Background: an optimization exercise with open tools, aiming at small area and a short achievable clock period. Do not read the settings as production practice. Only simulation tests tie the RTL to the original design; equivalence was not proved.

==> flow/design.v <==
module mdu_param #(
    parameter int WIDTH       = 32,
    parameter int MULT_CYCLES = 5,
    parameter int DIV_CYCLES  = 10
) (
    input  logic             clk,
    input  logic             reset,
    input  logic             req,
    input  logic [WIDTH-1:0] in_a,
    input  logic [WIDTH-1:0] in_b,
    input  logic [3:0]       MDUOp,
    input  logic             start,
    output logic [WIDTH-1:0] data_hi,
    output logic [WIDTH-1:0] data_lo,
    output logic             busy
);
    localparam int UW = 36;    
    localparam int NU = 4;     
    localparam logic [3:0] OP_MULT  = 4'd1;
    localparam logic [3:0] OP_MULTU = 4'd2;
    localparam logic [3:0] OP_DIV   = 4'd3;
    localparam logic [3:0] OP_DIVU  = 4'd4;
    localparam logic [3:0] OP_MTHI  = 4'd7;
    localparam logic [3:0] OP_MTLO  = 4'd8;
    localparam logic [3:0] OP_MADD  = 4'd9;
    localparam logic [3:0] OP_MADDU = 4'd10;
    localparam logic [3:0] OP_MSUB  = 4'd11;
    localparam logic [3:0] OP_MSUBU = 4'd12;
    logic [31:0]   hi_q, lo_q;
    logic [3:0]    cnt_q;
    logic          busy_q;
    logic          div_q;      
    logic          sgn_q;      
    logic          msub_q;     
    logic          accum_q;    
    logic          nega_q;     
    logic          negq_q;     
    logic          negb_q;     
    logic [33:0]   a_q;        
    logic [31:0]   q_q;        
    logic          qm1_q;      
    logic [34:0]   acc_q;      
    logic          zero0_q;    
    assign data_hi = hi_q;
    assign data_lo = lo_q;
    assign busy    = busy_q;
    logic op_long, op_div, op_sgn, op_msub, op_accum;
    always_comb begin
        op_long  = 1'b0;
        op_div   = 1'b0;
        op_sgn   = 1'b0;
        op_msub  = 1'b0;
        op_accum = 1'b0;
        case (MDUOp)
            OP_MULT:  begin op_long = 1'b1; op_sgn = 1'b1; end
            OP_MULTU: begin op_long = 1'b1; end
            OP_DIV:   begin op_long = 1'b1; op_div = 1'b1; op_sgn = 1'b1; end
            OP_DIVU:  begin op_long = 1'b1; op_div = 1'b1; end
            OP_MADD:  begin op_long = 1'b1; op_sgn = 1'b1; op_accum = 1'b1; end
            OP_MADDU: begin op_long = 1'b1; op_accum = 1'b1; end
            OP_MSUB:  begin op_long = 1'b1; op_sgn = 1'b1; op_accum = 1'b1; op_msub = 1'b1; end
            OP_MSUBU: begin op_long = 1'b1; op_accum = 1'b1; op_msub = 1'b1; end
            default:  ;
        endcase
    end
    logic accept;
    assign accept = start & op_long & ~busy_q & ~req;
    logic d_first_q;    
    logic d_step_q;     
    logic d_last_q;     
    logic m_last_q;     
    logic negctl_q;     
    logic last;
    logic d_first, d_step, d_last, m_last;
    assign d_first = d_first_q;
    assign d_step  = d_step_q;
    assign d_last  = d_last_q;
    assign m_last  = m_last_q;
    assign last    = d_last_q | m_last_q;
    logic        negctl;
    logic [31:0] q_neg;
    logic [31:0] q_or;      
    assign negctl = negctl_q;
    always_comb begin
        q_or[0] = 1'b0;
        for (int i = 1; i < 32; i++) q_or[i] = q_or[i-1] | q_q[i-1];
    end
    assign q_neg = q_q ^ ({32{negctl}} & q_or);
    function automatic logic [UW-1:0] add_pp(input logic [UW-1:0] x, input logic [UW-1:0] y,
                                            input logic ci);
        logic [UW:0] g, p, gn, pn;
        logic [UW-1:0] h;
        g[0] = ci;
        p[0] = 1'b0;
        for (int i = 0; i < UW; i++) begin
            g[i+1] = x[i] & y[i];
            p[i+1] = x[i] ^ y[i];
            h[i]   = x[i] ^ y[i];
        end
        for (int d = 1; d <= UW; d = d * 2) begin
            gn = g;
            pn = p;
            for (int k = 0; k <= UW; k++) begin
                if ((k & d) != 0) begin
                    gn[k] = g[k] | (p[k] & g[(k / d) * d - 1]);
                    pn[k] = p[k] & p[(k / d) * d - 1];
                end
            end
            g = gn;
            p = pn;
        end
        for (int i = 0; i < UW; i++) add_pp[i] = h[i] ^ g[i];
    endfunction
    logic [UW-1:0] ux   [NU];
    logic [UW-1:0] uy   [NU];
    logic          ucin [NU];
    logic [UW-1:0] us   [NU];
    logic          uacc [NU];    
    logic [32:0]   urem [NU];    
    logic          b_one [NU], b_two [NU], b_neg [NU], b_hi [NU];
    always_comb begin
        for (int k = 0; k < NU; k++) begin
            logic b1, b0, bm;
            b1 = q_q[2*k+1];
            b0 = q_q[2*k];
            bm = (k == 0) ? qm1_q : q_q[2*k-1];
            if (k == 0 && m_last) begin
                b1 = sgn_q & qm1_q;
                b0 = sgn_q & qm1_q;
            end
            b_one[k] = b0 ^ bm;
            b_two[k] = (b1 & ~b0 & ~bm) | (~b1 & b0 & bm);
            b_neg[k] = b1 ^ msub_q;
            b_hi[k]  = 1'b0;
            if (m_last && k != 0) begin
                b_one[k] = 1'b0;
                b_two[k] = 1'b0;
                b_neg[k] = 1'b0;
                b_hi[k]  = (k == 1) & accum_q;
            end
            if (div_q) begin
                b_one[k] = ~d_last | ((k == 0) & (acc_q[34] ^ nega_q));
                b_two[k] = 1'b0;
                b_neg[k] = d_first ? ~negb_q : (d_last & (k == 0) & acc_q[34] & ~nega_q);
            end
        end
    end
    always_comb begin
        for (int k = 0; k < NU; k++) begin
            if (k == 0) begin
                if (d_step)
                    ux[k] = {{(UW-34){acc_q[32]}}, acc_q[32:0], q_q[31] ^ nega_q};
                else
                    ux[k] = zero0_q ? '0 : {{(UW-35){acc_q[34]}}, acc_q};
            end else begin
                if (d_step)
                    ux[k] = {{(UW-34){urem[k-1][32]}}, urem[k-1], q_q[31-k] ^ nega_q};
                else
                    ux[k] = {{2{us[k-1][UW-1]}}, us[k-1][UW-1:2]};
            end
            if (d_step)
                ucin[k] = (k == 0) ? acc_q[34] : us[k-1][UW-1];
            else
                ucin[k] = b_neg[k] | ((k == 0) & d_last & nega_q);
            for (int i = 0; i < UW; i++) begin
                logic a1, a2;
                a1 = a_q[(i > 33) ? 33 : i];
                a2 = (i == 0) ? 1'b0 : a_q[(i - 1 > 33) ? 33 : i - 1];
                uy[k][i] = ((b_one[k] & a1) | (b_two[k] & a2)) ^ (d_step ? ucin[k] : b_neg[k]);
                if (i < 30) uy[k][i] = uy[k][i] | (b_hi[k] & hi_q[i+2]);
            end
            us[k] = add_pp(ux[k], uy[k], ucin[k]);
            if (k != 0) us[k][UW-1] = us[k][UW-2];
            uacc[k] = us[k][UW-1] ^ ~nega_q;
            urem[k] = us[k][32:0];
        end
    end
    logic        commit;
    logic        bzero;
    assign bzero  = (a_q == 34'd0);
    assign commit = last & ~(div_q & bzero);
    logic wr_hi, wr_lo;
    assign wr_hi = ~busy_q & ~req & (MDUOp == OP_MTHI);
    assign wr_lo = ~busy_q & ~req & (MDUOp == OP_MTLO);
    always_ff @(posedge clk) begin
        if (reset) begin
            cnt_q     <= 4'd0;
            busy_q    <= 1'b0;
            d_first_q <= 1'b0;
            d_step_q  <= 1'b0;
            d_last_q  <= 1'b0;
            m_last_q  <= 1'b0;
        end else begin
            d_first_q <= accept & op_div;
            d_step_q  <= busy_q & div_q & (cnt_q >= 4'd3);
            d_last_q  <= busy_q & div_q & (cnt_q == 4'd2);
            m_last_q  <= busy_q & ~div_q & (cnt_q == 4'd2);
            if (busy_q) begin
                cnt_q  <= cnt_q - 4'd1;
                busy_q <= (cnt_q != 4'd1);
            end else if (accept) begin
                cnt_q  <= op_div ? 4'd10 : 4'd5;
                busy_q <= 1'b1;
            end
        end
    end
    logic        hi_en, lo_en;
    logic [31:0] hi_nx, lo_nx;
    assign hi_en = reset | wr_hi | commit;
    assign lo_en = reset | wr_lo | commit;
    logic [31:0] in_a_z;
    logic        take_r;
    assign in_a_z = in_a & {32{~reset}};
    assign take_r = busy_q & ~reset;
    assign hi_nx  = take_r ? {us[1][29:0], us[0][1:0]} : in_a_z;
    assign lo_nx  = take_r ? q_neg : in_a_z;
    always_ff @(posedge clk) begin
        if (hi_en) hi_q <= hi_nx;
        if (lo_en) lo_q <= lo_nx;
    end
    always_ff @(posedge clk) begin
        if (~busy_q) begin
            div_q    <= ~MDUOp[3] & (MDUOp[2] | (MDUOp[1] & MDUOp[0]));
            sgn_q    <= MDUOp[0];
            msub_q   <= MDUOp[3] & (MDUOp[2] | (MDUOp[1] & MDUOp[0]));
            accum_q  <= MDUOp[3];
            nega_q   <= (MDUOp == OP_DIV) & in_a[31];
            negb_q   <= (MDUOp == OP_DIV) & in_b[31];
            negq_q   <= (MDUOp == OP_DIV) & (in_a[31] ^ in_b[31]);
            negctl_q <= (MDUOp == OP_DIV) & in_a[31];
            a_q      <= {{2{MDUOp[0] & in_b[31]}}, in_b};
            q_q      <= in_a;
            qm1_q    <= 1'b0;
            acc_q    <= {1'b0, hi_q[1:0], lo_q};
            zero0_q  <= ~MDUOp[3];
        end else begin
            negctl_q <= negq_q;
            zero0_q  <= 1'b0;
            if (div_q) begin
                if (d_first) begin
                    a_q   <= us[0][33:0];
                    q_q   <= q_neg;
                    acc_q <= {35{nega_q}};
                end else begin
                    q_q   <= {q_q[27:0], uacc[0], uacc[1], uacc[2], uacc[3]};
                    acc_q <= {{2{urem[3][32]}}, urem[3]};
                end
            end else begin
                q_q   <= {us[3][1:0], us[2][1:0], us[1][1:0], us[0][1:0], q_q[31:8]};
                qm1_q <= q_q[7];
                acc_q <= {us[3][UW-1], us[3][UW-1:2]};
            end
        end
    end
endmodule
export LEC_CHECK = 0
export ABC_AREA = 1
export CAP_MARGIN = 20
export CORE_MARGIN = 2
export CORE_UTILIZATION = 40
export SLEW_MARGIN = 60
create_clock -name core_clock -period 90.0 [get_ports {clk}]
standard.sh (not shown) runs the stock make flow with config.mk's settings and CLKGATE_MAP_FILE= SYNTH_SCRIPT=/design/flow/synth_recipe.tcl, a recipe that flattens the netlist after the stock synthesis.
==> flow/flow/run.sh <==
#!/bin/bash
set -euo pipefail
export BUFFER_PORTS_ARGS="-buffer_cell sky130_fd_sc_hd__buf_1"
export CTS_ARGS='-sink_clustering_enable -repair_clock_nets -buf_list sky130_fd_sc_hd__clkbuf_16 -tree_buf sky130_fd_sc_hd__clkbuf_8 -dont_use_dummy_load'
bash standard.sh > standard.log 2>&1
The first run finished with timing, DRC and antenna clean.
==> next run, changes <==
==> flow/flow/run.sh (replaced) <==
#!/bin/bash
set -euo pipefail
export BUFFER_PORTS_ARGS="-buffer_cell sky130_fd_sc_hd__buf_1"
export CTS_ARGS='-sink_clustering_enable -repair_clock_nets -buf_list {sky130_fd_sc_hd__clkbuf_8 sky130_fd_sc_hd__clkbuf_16} -dont_use_dummy_load'
bash standard.sh > standard.log 2>&1
=> First-iteration DRC count falls by a few percent. Final cell count is about the same. Worst setup slack improves by 0.056 ns. Core utilization climbs by 0.39 points. Die area does not change.
==> next run, changes <==
==> flow/run.sh (new file) <==
#!/bin/bash
# synth_recipe.tcl (not shown) runs the flow's synth.tcl, then flattens the netlist and writes it again
# the make line also repeats each setting of config.mk as NAME=value (left out here)
make -C /OpenROAD-flow-scripts/flow DESIGN_CONFIG=/design/flow/config.mk WORK_HOME=/design/flow/orfs CLKGATE_MAP_FILE= SYNTH_SCRIPT=/design/flow/synth_recipe.tcl finish
- CTS_BUF_LIST: unset -> sky130_fd_sc_hd__clkbuf_8
removed: flow/flow/run.sh
removed: flow/standard.sh
What happened:
- The new run finished with timing, DRC and antenna clean
- maximum frequency came out lower slightly
- global-route usage rose by 0.36 points
- setup slack degrades by 0.37 ns
- area after synthesis is unchanged

[separate check: timing with driven ports]
The results above use ideal ports. As a check the final layouts listed here were re-extracted and re-timed, cells and wires unchanged. Step 1 (the two cells are an assumption about what drives the block):
set clk [get_ports {clk}]
set_driving_cell -lib_cell sky130_fd_sc_hd__clkbuf_16 $clk
set_driving_cell -lib_cell sky130_fd_sc_hd__buf_2 [delete_from_list [all_inputs] $clk]
Step 2 also shifts input and output timing later by t, the mid clock arrival at the registers, as if the neighbouring blocks saw the same clock. a / b / c = no drivers / after step 1 / after step 2; a / b = the first two.
| run | shift t [ns] | slack for setup (ns) | worst setup path at the end |
|---|---|---|---|
| the first run | 0.507 | 70.599 / 70.637 / 70.130 | input to register |
| the second run | 0.538 | 70.654 / 70.672 / 70.152 | input to register |
| the third run | 0.595 | 70.280 / 70.223 / 70.196 | input to register |
After both steps every run listed still meets setup and hold. The setup slack of the second run, which loses most, moves by +0.018 ns with the drivers and by -0.502 ns with both steps.
